What follows belongs to an exercise in optimizing a design on an open flow for small area; a production flow would make more cautious choices.
The RTL was checked by simulation tests, not by an equivalence proof against the original design.
No activity file was given, so power comes from the tool's default toggle rates.

`flow/design.v`:
```
module alu_issue_ctrl (
    input  logic        clk,
    input  logic        reset,
    input  logic [31:0] instr,
    input  logic        instr_valid,
    output logic        instr_ready,
    input  logic        ext_we,
    input  logic [4:0]  ext_waddr,
    input  logic [31:0] ext_wdata,
    input  logic [4:0]  dbg_addr,
    output logic [31:0] dbg_data,
    output logic [31:0] scr1,
    output logic [31:0] scr2,
    output logic [5:0]  opcode,
    output logic [4:0]  sub_opcode,
    output logic        enable_execute,
    output logic        alu_reset,
    input  logic [31:0] alu_result,
    input  logic        alu_overflow,
    output logic        done,
    output logic        overflow,
    output logic        illegal
);
    localparam logic [5:0] OP_ARITH  = 6'b100000;
    localparam logic [5:0] OP_ADDI   = 6'b101000;
    localparam logic [5:0] OP_ORI    = 6'b101100;
    localparam logic [5:0] OP_XORI   = 6'b101011;
    localparam logic [5:0] OP_MOVI   = 6'b100010;
    localparam logic [4:0] SUB_ADD   = 5'b00000;
    localparam logic [4:0] SUB_SUB   = 5'b00001;
    localparam logic [4:0] SUB_AND   = 5'b00010;
    localparam logic [4:0] SUB_XOR   = 5'b00011;
    localparam logic [4:0] SUB_OR    = 5'b00100;
    localparam logic [4:0] SUB_SLLI  = 5'b01000;
    localparam logic [4:0] SUB_SRLI  = 5'b01001;
    localparam logic [4:0] SUB_ROTRI = 5'b01011;
    typedef enum logic [1:0] {
        S_IDLE   = 2'd0,
        S_DECODE = 2'd1,
        S_EXEC   = 2'd2,
        S_WB     = 2'd3
    } state_t;
    state_t      state;
    state_t      state_nxt;
    logic [31:0] instr_q;
    logic [31:0] result_q;
    logic        is_movi_q;
    logic [31:0] regs [32];
    logic [5:0]  dec_op;
    logic [4:0]  dec_rt;
    logic [4:0]  dec_ra;
    logic [4:0]  dec_rb;
    logic [4:0]  dec_sub;
    logic [14:0] dec_imm15;
    logic [19:0] dec_imm20;
    logic        dec_legal;
    logic        dec_movi;
    logic [31:0] dec_scr2;
    logic        unused_instr_bit;
    assign dec_op    = instr_q[30:25];
    assign dec_rt    = instr_q[24:20];
    assign dec_ra    = instr_q[19:15];
    assign dec_rb    = instr_q[14:10];
    assign dec_sub   = instr_q[4:0];
    assign dec_imm15 = instr_q[14:0];
    assign dec_imm20 = instr_q[19:0];
    assign unused_instr_bit = instr_q[31];
    assign dbg_data  = regs[dbg_addr];
    always_comb begin
        dec_legal = 1'b0;
        dec_movi  = 1'b0;
        dec_scr2  = '0;
        case (dec_op)
            OP_ARITH: begin
                case (dec_sub)
                    SUB_SLLI, SUB_SRLI, SUB_ROTRI: begin
                        dec_legal = 1'b1;
                        dec_scr2  = {27'b0, dec_rb};
                    end
                    SUB_ADD, SUB_SUB, SUB_AND, SUB_XOR, SUB_OR: begin
                        dec_legal = 1'b1;
                        dec_scr2  = regs[dec_rb];
                    end
                    default: ;
                endcase
            end
            OP_ADDI: begin
                dec_legal = 1'b1;
                dec_scr2  = {{17{dec_imm15[14]}}, dec_imm15};
            end
            OP_ORI, OP_XORI: begin
                dec_legal = 1'b1;
                dec_scr2  = {17'b0, dec_imm15};
            end
            OP_MOVI: begin
                dec_legal = 1'b1;
                dec_movi  = 1'b1;
            end
            default: ;
        endcase
    end
    always_ff @(posedge clk) begin
        if (reset) begin
            state <= S_IDLE;
        end else begin
            state <= state_nxt;
        end
    end
    always_comb begin
        state_nxt      = state;
        instr_ready    = 1'b0;
        enable_execute = 1'b0;
        alu_reset      = 1'b1;
        done           = 1'b0;
        illegal        = 1'b0;
        case (state)
            S_IDLE: begin
                instr_ready = 1'b1;
                if (instr_valid) begin
                    state_nxt = S_DECODE;
                end
            end
            S_DECODE: begin
                illegal   = ~dec_legal;
                state_nxt = dec_legal ? S_EXEC : S_IDLE;
            end
            S_EXEC: begin
                enable_execute = ~is_movi_q;
                alu_reset      = is_movi_q;
                state_nxt      = S_WB;
            end
            S_WB: begin
                done      = 1'b1;
                state_nxt = S_IDLE;
            end
            default: state_nxt = S_IDLE;
        endcase
    end
    always_ff @(posedge clk) begin
        if (reset) begin
            instr_q    <= '0;
            result_q   <= '0;
            is_movi_q  <= 1'b0;
            scr1       <= '0;
            scr2       <= '0;
            opcode     <= '0;
            sub_opcode <= '0;
            overflow   <= 1'b0;
            for (int i = 0; i < 32; i++) begin
                regs[i] <= '0;
            end
        end else begin
            case (state)
                S_IDLE: begin
                    if (instr_valid) begin
                        instr_q <= instr;
                    end
                    if (ext_we) begin
                        regs[ext_waddr] <= ext_wdata;
                    end
                end
                S_DECODE: begin
                    if (dec_legal) begin
                        is_movi_q <= dec_movi;
                        if (dec_movi) begin
                            result_q <= {{12{dec_imm20[19]}}, dec_imm20};
                        end else begin
                            scr1       <= regs[dec_ra];
                            scr2       <= dec_scr2;
                            opcode     <= dec_op;
                            sub_opcode <= dec_sub;
                        end
                    end
                end
                S_EXEC: begin
                    if (is_movi_q) begin
                        overflow <= 1'b0;
                    end else begin
                        result_q <= alu_result;
                        overflow <= alu_overflow;
                    end
                end
                S_WB: begin
                    regs[dec_rt] <= result_q;
                end
                default: ;
            endcase
        end
    end
endmodule
```
`flow/run.sh`:
```
#!/bin/bash
# synth_recipe.tcl (not shown) runs the flow's synth.tcl, then flattens the netlist and writes it again
# the make line also repeats each setting of config.mk as NAME=value (left out here)
make -C /OpenROAD-flow-scripts/flow DESIGN_CONFIG=/design/flow/config.mk WORK_HOME=/design/flow/orfs CLKGATE_MAP_FILE= SYNTH_SCRIPT=/design/flow/synth_recipe.tcl finish
```
`flow/config.mk`:
```
export PLATFORM = sky130hd
export DESIGN_NAME = alu_issue_ctrl
export DESIGN_NICKNAME = alu_issue_ctrl
export VERILOG_FILES = /design/flow/design.v
export SDC_FILE = /design/flow/constraint.sdc
export NUM_CORES = 4
export LEC_CHECK = 0
export CAP_MARGIN = 20
export CORE_MARGIN = 2
export CORE_UTILIZATION = 40
export SLEW_MARGIN = 20
```
`flow/constraint.sdc`:
```
create_clock -name core_clock -period 6.0 [get_ports {clk}]
set_input_delay 1.2000 -clock core_clock [delete_from_list [all_inputs] [get_ports {clk}]]
set_output_delay 1.2000 -clock core_clock [all_outputs]
set_load 0.01 [all_outputs]
```
==> run notes <==
-- Yosys cell counts, types with 9 or more instances --
cell       number  area, um^2
buf_1          58         218
nand2b_1       40         250
edfxtp_1     1024       30700
mux2i_1       170        1700
nor2_1       1152        4320
a221oi_1       10        87.6
clkbuf_1      390        1460
a22oi_1        88         661
o22ai_1        21         131
a2111oi_0      15         131
mux2_2         96        1080
a211oi_1       53         398
mux4_2        813       18300
nor2b_1        25         156
a311oi_1       53         464
o21ai_0        11        55.1
nor3_1         79         395
dfxtp_1       147        2940
nor4_1         16         100
nand2_1       185         694
a21oi_1        71         355
buf_2          69         345
o221ai_1        9        78.8
-- critical path, cell delays in order --
cell,delay [ns]
buf_8,0.32
buf_12,0.40
mux4_2,0.56
mux4_2,0.50
mux2_2,0.37
clkdlybuf4s50_1,0.51
-- worst max path at each step --
stage	from	cells past startpoint	end	slack [ns]
finish	dbg_addr[0]	6	dbg_data[3]	0.85
global route	dbg_addr[0]	6	dbg_data[3]	0.78
CTS	dbg_addr[0]	6	dbg_data[3]	0.83
floorplan	dbg_addr[0]	6	dbg_data[0]	1.36
global placement	dbg_addr[0]	6	dbg_data[3]	0.84
detailed placement	dbg_addr[0]	6	dbg_data[3]	0.83
-- state kept, by name, indices dropped and copies added (netlist names), named ones only --
| name | count |
|---|---|
| scr2 | 32 |
| is_movi_q | 1 |
| state | 1 |
| scr1 | 32 |
| opcode | 6 |
| result_q | 32 |
| regs | 1024 |
| instr_q | 31 |
| sub_opcode | 5 |
| overflow | 1 |
-- metrics by stage --
stage / power, uW / instances / hold slack, ns / util (%) / setup slack, ns
global placement: 12300 / 6734 / 0.448 / 43.7 / 0.841
floorplan: 11200 / 4668 / 0.436 / - / 1.36
CTS: 20700 / 6982 / 0.459 / 46.5 / 0.830
finish: 20800 / 6990 / 0.459 / 46.6 / 0.852
detailed placement: 12400 / 6737 / 0.450 / 43.8 / 0.832
global route: 21200 / 6988 / 0.479 / 46.6 / 0.781
-- layer usage --
| metal | vias up | wire length, um |
|---|---|---|
| met1 | 24800 | 94800 |
| li1 | 18400 | - |
| met5 | - | 52 |
| met2 | 4179 | 116000 |
| met3 | 748 | 40400 |
| met4 | 10 | 15200 |
-- layout by cell type, fill, tap and decap left out, types with 6 or more instances in the layout --
cell type | Yosys | final
nor3_1 | 79 | 79
clkinv_2 | 0 | 23
mux2i_4 | 0 | 26
nand2_1 | 185 | 152
a211oi_1 | 53 | 53
clkbuf_16 | 0 | 136
clkdlybuf4s50_1 | 0 | 216
a21o_1 | 7 | 7
mux4_2 | 813 | 813
a221oi_1 | 10 | 10
nor4_1 | 16 | 16
o22ai_1 | 21 | 21
mux2i_2 | 0 | 6
buf_16 | 0 | 6
o21ai_0 | 11 | 11
a22oi_1 | 88 | 87
buf_12 | 0 | 50
nand2_2 | 0 | 33
or4_1 | 7 | 6
buf_4 | 5 | 143
edfxtp_1 | 1024 | 1024
nor2b_1 | 25 | 21
clkbuf_1 | 390 | 31
nand2b_1 | 40 | 8
dfxtp_1 | 147 | 138
a32oi_1 | 6 | 6
a21oi_1 | 71 | 71
dfxtp_4 | 0 | 8
inv_6 | 0 | 9
mux2_2 | 96 | 96
nand2b_2 | 0 | 32
o221ai_1 | 9 | 9
clkinv_1 | 1 | 12
mux2i_1 | 170 | 138
a2111oi_0 | 15 | 12
bufinv_16 | 0 | 15
nor2_1 | 1152 | 1150
clkbuf_8 | 0 | 10
a311oi_1 | 53 | 53
-- area by class of cell --
| type | instances | area, um^2 | area share, % |
|---|---|---|---|
| diodes | 2 | 5.00 | 0.00660 |
| clock buffers | 178 | 3640 | 4.80 |
| clock inverters | 67 | 788 | 1.04 |
| inverters | 4 | 15.0 | 0.0198 |
| multi-input cells | 2970 | 30500 | 40.2 |
| flip-flops and latches | 1171 | 33700 | 44.4 |
| well taps | 2175 | 2720 | 3.59 |
| repair buffers | 423 | 4510 | 5.95 |
-- power breakdown --
group | switching [uW] | total [uW] | internal (uW)
Sequential | 293 | 9440 | 9140
Clock | 3550 | 8480 | 4940
Combinational | 1590 | 2840 | 1260
Total | 5430 | 20800 | 15300
-- kinds of logic after synthesis --
kind of cell    Yosys count  share of synthesized area (%)
simple gates           1535                           9.45
flops                  1171                           51.3
mux                    1079                           32.1
buf+inv                 527                           3.18
compound gates          356                           3.92
==> flow_summary.ini <==
[clock_network]
clk_latency_ns = 0.81
clk_pin_slew_worst_paths_ns = 0.06
cts_buffer_depth = 3
cts_sinks = 1171
cts-root-buf = clkbuf_16
ctsHoldBuffers = 0
cts_resized = 0
postCtsSetupBuffers = 0
numCtsBuffers = 133
cts_tree = yes
h-tree-depth = 4

[die]
fp.coreArea_um2 = 163000
fp.dieW_um = 409
std_cell_rows = 148
fp.dieArea_um2 = 167000
die_h_um = 409
start_util_pct = 40.3
io-pin-count = 224

[setup_path]
rr_endpoint = regs[7][30]
critPathKind = input port to primary output
rrSetupSlack_ns = 1.76
cp.required_ns = 4.80
arrival_ns = 3.95
reg2reg_from = state[0]
r2r_cells = 6
crit_fanout = 44
end_kind = primary output
cp-start-kind = input port

[grt]
top_usage_layer = met2
grt_pass1_vias = 46300
grt_first_pass_wirelength_um = 367000
grt_max_degree = 98
antenna_found_initial = 7
met1_usage_pct = 42.0
global_route.usage.met3_pct = 10.9
gr-total-overflow = 0
grtUsageTotal_pct = 31.5
grt_util_met2_pct = 45.7

[worst_hold_path]
holdPathEnd = opcode[0]
min_path_type = register to register
worstHoldPathCells = 2
min_from = opcode[0]

[routing]
vias_per_cell = 6.89
firstDrtPassIters = 6
avgRoutedWirePerCell_um = 38.1
vias = 48200
drc = 0
drt_iter0_markers = 7952
drt-total-wl_um = 266000
ant_nets = 0

[final_layout]
final_layout_size_suffix_gt1_share_pct = 30.0
final_area_um2 = 75900
fin_nets = 4814
synthToLayoutAreaGrowth_pct = 15.6
fillers = 14300

[synthesis]
netlist_area_um2 = 65700
synth-edff-count = 1024
synth.avg_cell_area_um2 = 14.1
ys_seq_area_share_pct = 51.3
synthArstFlopShare_pct = 0
synth_nets = 4779
ys_warn_count = 1
synthCells = 4668
synth_cell_type_count = 53
synth_ff_type = edfxtp_1
ys_ff_latch = 1171

[run]
drv_cap = 0

[sta]
rsz0062_at_grt = false
hold_viol_final = 0
clock.fmax_mhz = 194
worst_slew_pin_slew_ns = 1.25
setup_violations = 0
fin_tns_setup_ns = 0
fin_crit_sh_pct = 85.8
period_minus_slack_ns = 5.15
clock-skew-final_ns = 0.0413
drv_slew = 0
slew_headroom_pct = 15.3

[power_and_ir_drop]
cellLeakagePower_uw = 0.0246
worst_ir_drop_vdd_mv = 0.254
power.density_nw_per_um2 = 274

[place]
io_buffers = 222
place_area_um2 = 71300
dp_hpwl_um = 159000
gp_congestion = 0.905

[status]
status = complete, no violations

==> re-timing with driven ports <==
In the flow no input, the clock included, has a driving cell. The finished layout below was timed again as built, in two steps.
Step 1, drivers: a clkbuf_16 drives clk and a buf_2 each remaining input, both assumed.
Step 2 adds t to the input delays and takes it off the output delays; t is the mean of the earliest and latest rising clock arrival at the registers after step 1. Input paths then give back, and output paths get back, about the clock's delay inside the block.
Slacks: no drivers / after step 1 / after step 2; pairs: no drivers / after step 1.
t (ns): 0.875
setup WS [ns]: 0.852 / 0.750 / 0.750
hold slack, ns: 0.459 / 0.459 / 0.459
After both steps setup and hold are still met in this run. The setup slack of this run moves by -0.102 ns with the drivers and by -0.102 ns with both steps.
